This design comes from an exercise in tuning for small area and a short achievable clock period on the open sky130 flow, not from production work.
In this exercise RTL edits were held to simulation tests only and were not proved equivalent to the original.
No activity file was given, so power comes from the tool's default toggle rates.

## register_file
module register_file #(
   parameter int DATA_WIDTH   = cpu_pkg::DATA_W,
   parameter int ADDR_WIDTH   = cpu_pkg::REG_ADDR_W,
   parameter bit WRITE_BYPASS = 1'b1
) (
   input  logic                  clock,
   input  logic                  reset_n,
   input  logic                  we,
   input  logic [ADDR_WIDTH-1:0] rs,
   input  logic [ADDR_WIDTH-1:0] rt,
   input  logic [ADDR_WIDTH-1:0] rd,
   input  logic [DATA_WIDTH-1:0] input_data,
   output logic [DATA_WIDTH-1:0] output_data_A,
   output logic [DATA_WIDTH-1:0] output_data_B
);
   localparam int DEPTH = 2 ** ADDR_WIDTH;    
   logic [DATA_WIDTH-1:0]            wdata;
   logic [3:0]                       w_hi, na_hi, nb_hi;    
   logic [7:0]                       w_lo, na_lo, nb_lo;    
   logic [DEPTH-1:1]                 load;    
   logic [DEPTH-1:1]                 nhit;    
   logic [DEPTH-1:0]                 sel_a, sel_b;
   logic [DATA_WIDTH-1:0][DEPTH-1:0] col;     
   assign wdata = input_data & {DATA_WIDTH{reset_n}};
   always_comb begin
      for (int h = 0; h < 4; h++) begin
         w_hi[h]  = reset_n && we && (rd[4:3] == 2'(h));
         na_hi[h] = !(rs[4:3] == 2'(h));
         nb_hi[h] = !(rt[4:3] == 2'(h));
      end
      for (int l = 0; l < 8; l++) begin
         w_lo[l]  = (rd[2:0] == 3'(l));
         na_lo[l] = !(rs[2:0] == 3'(l));
         nb_lo[l] = !(rt[2:0] == 3'(l));
      end
      for (int i = 1; i < DEPTH; i++) begin
         nhit[i] = !(WRITE_BYPASS && w_hi[i/8] && w_lo[i%8]);
         load[i] = !reset_n || (w_hi[i/8] && w_lo[i%8]);
      end
      sel_a[0] = WRITE_BYPASS && reset_n && we && (rd != '0) && (rs == rd);
      sel_b[0] = WRITE_BYPASS && reset_n && we && (rd != '0) && (rt == rd);
   end
   genvar i, b;
   for (i = 1; i < DEPTH; i = i + 1) begin : g_sel
      rf_sel u_sa (.nhit(nhit[i]), .n_hi(na_hi[i/8]), .n_lo(na_lo[i%8]), .sel(sel_a[i]));
  ...
Size in the first run: about 2600 cells after synthesis, about 110 I/O pins, about 42000 um2 of cells after synthesis.
Settings: LEC_CHECK=0, CAP_MARGIN=20, CORE_MARGIN=2, CORE_UTILIZATION=65, CTS_CLUSTER_DIAMETER=90, CTS_CLUSTER_SIZE=28, PLACE_DENSITY=0.9, SETUP_SLACK_MARGIN=2.0, SLEW_MARGIN=20, SYNTH_HIERARCHICAL=1, SYNTH_MINIMUM_KEEP_SIZE=0; clock period 7.0 ns.
standard.sh (not shown) runs the stock make flow with config.mk's settings and CLKGATE_MAP_FILE= SYNTH_SCRIPT=/design/flow/synth_recipe.tcl, a recipe that flattens the netlist after the stock synthesis.
==> flow/flow/run.sh <==
#!/bin/bash
# Own layout flow: the standard flow, with two changes after the standard
# synthesis (which runs unchanged):
#  - the port buffers that the flow puts on every input and output are
#    sky130_fd_sc_hd__buf_4 instead of the library's slow delay buffers;
#  - the delay cells (clkdlybuf4s*, dlygate*, dlymetal*) are marked don't-use
#    for placement, CTS and timing repair, on top of the platform's list.
# Each step's full output goes to a log file in the work folder; ORFS also
# keeps its own per-step logs under orfs/logs.
set -euo pipefail

PLATFORM_DONT_USE="sky130_fd_sc_hd__probe_p_8 sky130_fd_sc_hd__probec_p_8 sky130_fd_sc_hd__lpflow_bleeder_1 sky130_fd_sc_hd__lpflow_clkbufkapwr_1 sky130_fd_sc_hd__lpflow_clkbufkapwr_16 sky130_fd_sc_hd__lpflow_clkbufkapwr_2 sky130_fd_sc_hd__lpflow_clkbufkapwr_4 sky130_fd_sc_hd__lpflow_clkbufkapwr_8 sky130_fd_sc_hd__lpflow_clkinvkapwr_1 sky130_fd_sc_hd__lpflow_clkinvkapwr_16 sky130_fd_sc_hd__lpflow_clkinvkapwr_2 sky130_fd_sc_hd__lpflow_clkinvkapwr_4 sky130_fd_sc_hd__lpflow_clkinvkapwr_8 sky130_fd_sc_hd__lpflow_decapkapwr_12 sky130_fd_sc_hd__lpflow_decapkapwr_3 sky130_fd_sc_hd__lpflow_decapkapwr_4 sky130_fd_sc_hd__lpflow_decapkapwr_6 sky130_fd_sc_hd__lpflow_decapkapwr_8 sky130_fd_sc_hd__lpflow_inputiso0n_1 sky130_fd_sc_hd__lpflow_inputiso0p_1 sky130_fd_sc_hd__lpflow_inputiso1n_1 sky130_fd_sc_hd__lpflow_inputiso1p_1 sky130_fd_sc_hd__lpflow_inputisolatch_1 sky130_fd_sc_hd__lpflow_isobufsrc_1 sky130_fd_sc_hd__lpflow_isobufsrc_16 sky130_fd_sc_hd__lpflow_isobufsrc_2 sky130_fd_sc_hd__lpflow_isobufsrc_4 sky130_fd_sc_hd__lpflow_isobufsrc_8 sky130_fd_sc_hd__lpflow_isobufsrckapwr_16 sky130_fd_sc_hd__lpflow_lsbuf_lh_hl_isowell_tap_1 sky130_fd_sc_hd__lpflow_lsbuf_lh_hl_isowell_tap_2 sky130_fd_sc_hd__lpflow_lsbuf_lh_hl_isowell_tap_4 sky130_fd_sc_hd__lpflow_lsbuf_lh_isowell_4 sky130_fd_sc_hd__lpflow_lsbuf_lh_isowell_tap_1 sky130_fd_sc_hd__lpflow_lsbuf_lh_isowell_tap_2 sky130_fd_sc_hd__lpflow_lsbuf_lh_isowell_tap_4"
DELAY_CELLS="sky130_fd_sc_hd__clkdlybuf4s15_1 sky130_fd_sc_hd__clkdlybuf4s15_2 sky130_fd_sc_hd__clkdlybuf4s18_1 sky130_fd_sc_hd__clkdlybuf4s18_2 sky130_fd_sc_hd__clkdlybuf4s25_1 sky130_fd_sc_hd__clkdlybuf4s25_2 sky130_fd_sc_hd__clkdlybuf4s50_1 sky130_fd_sc_hd__clkdlybuf4s50_2 sky130_fd_sc_hd__dlygate4sd1_1 sky130_fd_sc_hd__dlygate4sd2_1 sky130_fd_sc_hd__dlygate4sd3_1 sky130_fd_sc_hd__dlymetal6s2s_1 sky130_fd_sc_hd__dlymetal6s4s_1 sky130_fd_sc_hd__dlymetal6s6s_1"

bash standard.sh synth > synth.log 2>&1
bash standard.sh \
   "BUFFER_PORTS_ARGS=-buffer_cell sky130_fd_sc_hd__buf_4" \
   "DONT_USE_CELLS=$PLATFORM_DONT_USE $DELAY_CELLS" \
   finish > layout.log 2>&1
test -s out/final.def
Change:
Settings changed: CORE_UTILIZATION 65 to 55, CTS_CLUSTER_DIAMETER 90 to 80, CTS_CLUSTER_SIZE 28 to 24.
What happened: Design area came out higher slightly. Cell count climbs by a few percent. Power rose slightly. Sequential share of layout area went down by 0.83 points. Via count rises slightly. Utilization decreases by 11 points. Wire length climbs by a few percent. Global-route usage came out lower by 5.2 points. Setup slack is about the same.
Change:
Settings changed: CORE_UTILIZATION 55 to 65.
- The changed run passed the timing, DRC and antenna checks
- hold slack got worse by 0.12 ns
- wire length went down by 2.6%
- count of clock-buffer cells in the layout went down by 2
- maximum frequency went down by 0.46%
- setup slack got worse by 0.024 ns


register_file, a different RTL version from the one above (not shown whole).
For scale: ~2,200 cells after synthesis, ~41,000 um^2 of cells after synthesis.
clock: 7.0 ns
lec_check: 0
cap_margin: 20
core_margin: 2
core_utilization: 55
cts_cluster_diameter: 100
cts_cluster_size: 30
place_density: 0.9
setup_slack_margin: 2.0
slew_margin: 20
synth_hierarchical: 1
synth_minimum_keep_size: 0
run.sh (not shown) runs the stock make flow with config.mk's settings and CLKGATE_MAP_FILE= SYNTH_SCRIPT=/design/flow/synth_recipe.tcl, a recipe that flattens the netlist after the stock synthesis.
Stock flow here: none of the scripts above is used.
The starting point produced a clean layout.
Then changed:
CTS_CLUSTER_DIAMETER = 80   (was 100)
CTS_CLUSTER_SIZE = 24   (was 30)
PLACE_DENSITY = 0.75   (was 0.9)
=> The new run finished with timing, DRC and antenna clean. Total power rose by about 2.3%. Design area is higher by about 2%. Utilization rose by 1.3 points. Cell count went up by 2.7%. Worst setup slack improved by 7.2 ps. Via count went down by 4.1%.

[what the ideal ports hide]
The results above use ideal ports. As a check the final layouts listed here were re-extracted and re-timed, cells and wires unchanged. Step 1 (the two cells are an assumption about what drives the block):
set clk [get_ports {clock}]
set_driving_cell -lib_cell sky130_fd_sc_hd__clkbuf_16 $clk
set_driving_cell -lib_cell sky130_fd_sc_hd__buf_2 [delete_from_list [all_inputs] $clk]
Step 2 also shifts input and output timing later by t, the mid clock arrival at the registers, as if the neighbouring blocks saw the same clock. Slacks: ideal ports / drivers / drivers and shift; pairs: ideal ports / drivers.
run	t (ns)	slack for setup (ns)	worst hold slack (ns)	worst setup path after step 2	pins driven straight from the clock port
the first run of note 1	0.685	1.901 / 1.668 / 1.668	1.372 / 1.434 / 2.120	input to output	1
the second run of note 1	0.707	1.902 / 1.768 / 1.768	1.482 / 1.486 / 2.178	input to output	1
the third run of note 1	0.701	1.879 / 1.686 / 1.686	1.365 / 1.343 / 2.044	input to output	1
the first run of note 2	0.714	1.629 / 1.546 / 1.546	1.623 / 1.624 / 2.183	input to output	1
the second run of note 2	0.714	1.636 / 1.589 / 1.589	1.712 / 1.694 / 2.181	input to output	1
After both steps every run listed still meets setup and hold. For the first run of note 1, which loses most, drivers alone change the setup slack by -0.233 ns; drivers and shift together by -0.233 ns.
